What follows belongs to an exercise in optimizing a design on an open flow for small area, a short achievable clock period and few clock cycles; a production flow would make more cautious choices. The RTL was checked by simulation tests, not by an equivalence proof against the original design. No driver is modelled on the clock port, so clocking that relies on it looks cheaper here than on a real chip. Power is estimated from default activity; no workload was simulated.

== rev 12 ==
// tl_responder
module tl_responder #(
	parameter int data_width = 32,
	parameter int ram_words  = 128
) (
	input  logic                    clock,
	input  logic                    reset,
	output logic                    a_ready,
	input  logic                    a_valid,
	input  tl_pkg::opcode_t         a_opcode,
	input  tl_pkg::size_t           a_size,
	input  tl_pkg::source_t         a_source,
	input  tl_pkg::addr_t           a_address,
	input  logic [data_width/8-1:0] a_mask,
	input  logic [data_width-1:0]   a_data,
	input  logic                    d_ready,
	output logic                    d_valid,
	output tl_pkg::opcode_t         d_opcode,
	output tl_pkg::size_t           d_size,
	output tl_pkg::source_t         d_source,
	output logic                    d_denied,
	output logic                    d_corrupt,
	output logic [data_width-1:0]   d_data
);
Size: ~160000 um^2 of cells after synthesis.
==> flow/config.mk <==
export PLATFORM = sky130hd
export DESIGN_NAME = tl_responder
export DESIGN_NICKNAME = tl_responder
export VERILOG_FILES = /design/flow/design.v
export SDC_FILE = /design/flow/constraint.sdc
export NUM_CORES = 4
export LEC_CHECK = 0
export CAP_MARGIN = 20
export CORE_MARGIN = 2
export CORE_UTILIZATION = 60
export CTS_CLUSTER_DIAMETER = 100
export CTS_CLUSTER_SIZE = 30
export PLACE_DENSITY = 0.7
export SLEW_MARGIN = 20
export SYNTH_MEMORY_MAX_BITS = 16384
export BUFFER_PORTS_ARGS = -buffer_cell sky130_fd_sc_hd__buf_4
export SETUP_SLACK_MARGIN = 8.7
export POST_CTS_TCL = /design/flow/flow/post_cts.tcl
==> flow/constraint.sdc <==
create_clock -name core_clock -period 12.0 [get_ports {clock}]
set_input_delay 2.4000 -clock core_clock [delete_from_list [all_inputs] [get_ports {clock}]]
set_output_delay 2.4000 -clock core_clock [all_outputs]
set_load 0.01 [all_outputs]
standard.sh (not shown) runs the stock make flow with config.mk's settings and CLKGATE_MAP_FILE= SYNTH_SCRIPT=/design/flow/synth_recipe.tcl, a recipe that flattens the netlist after the stock synthesis.
==> flow/flow/run.sh <==
#!/bin/bash
set -euo pipefail
here=$(pwd)
cat >> config.mk <<'EOF'
export BUFFER_PORTS_ARGS = -buffer_cell sky130_fd_sc_hd__buf_4
export SETUP_SLACK_MARGIN = 8.7
EOF
echo "export POST_CTS_TCL = $here/flow/post_cts.tcl" >> config.mk
res=$here/orfs/results/sky130hd/tl_responder/base
bash standard.sh "$res/3_3_place_gp.odb" > make_place_gp.log 2>&1
cp "$res/3_3_place_gp.odb" "$here/3_3_place_gp.orig.odb"
ODB_IN="$here/3_3_place_gp.orig.odb" ODB_OUT="$res/3_3_place_gp.odb" \
  openroad -no_init -exit "$here/flow/move_obufs.tcl" > move_obufs.log 2>&1
rm -f "$here/3_3_place_gp.orig.odb"
bash standard.sh > make_finish.log 2>&1
Other scripts of this flow, unchanged in this note and not shown: flow/flow/move_obufs.tcl, flow/flow/post_cts.tcl
Rev 12 finished every step from synthesis to the final layout, and the layout passed the timing, design-rule and antenna checks.
Testbench counts of rev 12, summed over its fixed seeds: cycles 50,337.
--- input diff rev 12..rev 13 ---
Settings: SETUP_SLACK_MARGIN changed from 8.7 to 8.4.
--- a/flow/flow/run.sh
+++ b/flow/flow/run.sh
@@ -4,5 +4,5 @@
 cat >> config.mk <<'EOF'
 export BUFFER_PORTS_ARGS = -buffer_cell sky130_fd_sc_hd__buf_4
-export SETUP_SLACK_MARGIN = 8.7
+export SETUP_SLACK_MARGIN = 8.4
 EOF
 echo "export POST_CTS_TCL = $here/flow/post_cts.tcl" >> config.mk
--- outcome ---
Rev 13 was carried through to the last stage, and its layout satisfied the timing, design-rule and antenna checks. Rev 13 -> rev 12: area enclosed by the die boundary delta 0, exact match. Of rev 13 and rev 12, it is rev 13 that has the lower fraction of layout cells with a size suffix above 1. Routed length on met1 (rev 13 vs. rev 12) increases slightly. From rev 12 to rev 13 the numbers moved as follows: fraction of synthesized cell area in xor and xnor cells held steady, vias after detailed routing shrank by about 0.6%. [rev 13] critical path depth rose 7 relative to rev 12. | timing-limited maximum frequency | rev 13 vs rev 12 | ≈ equal |. Rev 12 → rev 13: share of the clock period used by the worst path stayed essentially flat; critical path buffer and inverter count rose by 1. Worst-case setup margin in the final layout, rev 12 and rev 13, lower one = rev 12.

---

Another version of the RTL of tl_responder (not shown whole).
Size: about 8400 cells after synthesis, about 4300 flip-flops, ~120 I/O pins, about 160000 um^2 of cells after synthesis.
==> flow/config.mk <==
export PLATFORM = sky130hd
export DESIGN_NAME = tl_responder
export DESIGN_NICKNAME = tl_responder
export VERILOG_FILES = /design/flow/design.v
export SDC_FILE = /design/flow/constraint.sdc
export NUM_CORES = 4
export LEC_CHECK = 0
export CAP_MARGIN = 20
export CORE_MARGIN = 2
export CORE_UTILIZATION = 60
export CTS_CLUSTER_DIAMETER = 100
export CTS_CLUSTER_SIZE = 30
export PLACE_DENSITY = 0.7
export SLEW_MARGIN = 20
export SYNTH_MEMORY_MAX_BITS = 16384
export BUFFER_PORTS_ARGS = -buffer_cell sky130_fd_sc_hd__buf_4
export SETUP_SLACK_MARGIN = 8.2
==> flow/constraint.sdc <==
create_clock -name core_clock -period 12.0 [get_ports {clock}]
set_input_delay 2.4000 -clock core_clock [delete_from_list [all_inputs] [get_ports {clock}]]
set_output_delay 2.4000 -clock core_clock [all_outputs]
set_load 0.01 [all_outputs]
==> flow/flow/run.sh <==
#!/bin/bash
set -euo pipefail
here=$(pwd)
cat >> config.mk <<'EOF'
export BUFFER_PORTS_ARGS = -buffer_cell sky130_fd_sc_hd__buf_4
export SETUP_SLACK_MARGIN = 8.2
EOF
res=$here/orfs/results/sky130hd/tl_responder/base
bash standard.sh "$res/3_3_place_gp.odb" > make_place_gp.log 2>&1
cp "$res/3_3_place_gp.odb" "$here/3_3_place_gp.orig.odb"
ODB_IN="$here/3_3_place_gp.orig.odb" ODB_OUT="$res/3_3_place_gp.odb" \
  openroad -no_init -exit "$here/flow/move_obufs.tcl" > move_obufs.log 2>&1
rm -f "$here/3_3_place_gp.orig.odb"
bash standard.sh > make_finish.log 2>&1
==> flow/flow/move_obufs.tcl <==
# Move each output port's buffer next to the flip-flop that drives it, so that
# the flip-flop sees a short wire and the (stronger) buffer drives the long
# wire to the pin. Reads and writes the global placement result.
read_db $::env(ODB_IN)
set block [ord::get_db_block]
set moved 0
foreach bterm [$block getBTerms] {
  if {[$bterm getIoType] ne "OUTPUT"} { continue }
  set net [$bterm getNet]
  if {$net eq "NULL"} { continue }
  set buf ""
  foreach it [$net getITerms] {
    if {[$it isOutputSignal]} { set buf [$it getInst] }
  }
  if {$buf eq ""} { continue }
  # the buffer's input net and its driver
  set drv ""
  foreach it [$buf getITerms] {
    if {[$it isInputSignal]} {
      set in_net [$it getNet]
      if {$in_net eq "NULL"} { continue }
      foreach it2 [$in_net getITerms] {
        if {[$it2 isOutputSignal]} { set drv [$it2 getInst] }
      }
    }
  }
  if {$drv eq ""} { continue }
  set loc [$drv getLocation]
  set x [expr {[lindex $loc 0] + [[$drv getMaster] getWidth]}]
  $buf setLocation $x [lindex $loc 1]
  $buf setPlacementStatus PLACED
  incr moved
}
puts "move_obufs: moved $moved output buffers"
write_db $::env(ODB_OUT)
The starting point produced a clean layout.
Testbench counts at the start, summed over its fixed seeds: cycles 50,337.
==> next run, changes <==
--- a/flow/flow/move_obufs.tcl
+++ b/flow/flow/move_obufs.tcl
@@ -1,5 +1,6 @@
 # Move each output port's buffer next to the flip-flop that drives it, so that
 # the flip-flop sees a short wire and the (stronger) buffer drives the long
-# wire to the pin. Reads and writes the global placement result.
+# wire to the pin; then place the pins again for the new buffer locations.
+# Reads and writes the global placement result.
 read_db $::env(ODB_IN)
 set block [ord::get_db_block]
@@ -33,3 +34,5 @@
 }
 puts "move_obufs: moved $moved output buffers"
+# Place the pins again, now next to the moved buffers
+place_pins -hor_layers met3 -ver_layers met2
 write_db $::env(ODB_OUT)
Outcome:
- The changed run produced a clean layout
- clock skew is higher by 0.011 ns
- fmax is higher by 0.64%
- cell area is about the same
- power stays flat

afterwards: timing with drivers on the ports:
How much do the figures lean on ideal ports? The routed layouts below were timed once more, with nothing changed but the port constraints.
Step 1 assumes that a clkbuf_16 drives the clock port and a buf_2 every other input.
Step 2, shift: input delay + t, output delay - t, t = (earliest + latest rising clock arrival at the registers) / 2. This alone moves slack from input paths to output paths.
a / b / c = no drivers / after step 1 / after step 2; a / b = the first two.
| run | t, ns | setup slack, ns | worst setup path after step 2 | clock arrival spread, ns |
|---|---|---|---|---|
| rev 12 | 0.787 | 8.300 / 8.168 / 7.789 | input to register | 0.078 / 0.079 |
| rev 13 | 0.778 | 8.309 / 8.191 / 7.698 | input to register | 0.068 / 0.068 |
| the first run of note 2 | 0.998 | 8.088 / 7.990 / 7.442 | input to register | 0.039 / 0.040 |
| the second run of note 2 | 1.002 | 8.113 / 8.000 / 7.470 | input to register | 0.049 / 0.049 |
After both steps every run listed still meets setup and hold. For the first run of note 2, which loses most, drivers alone change the setup slack by -0.098 ns; drivers and shift together by -0.646 ns.
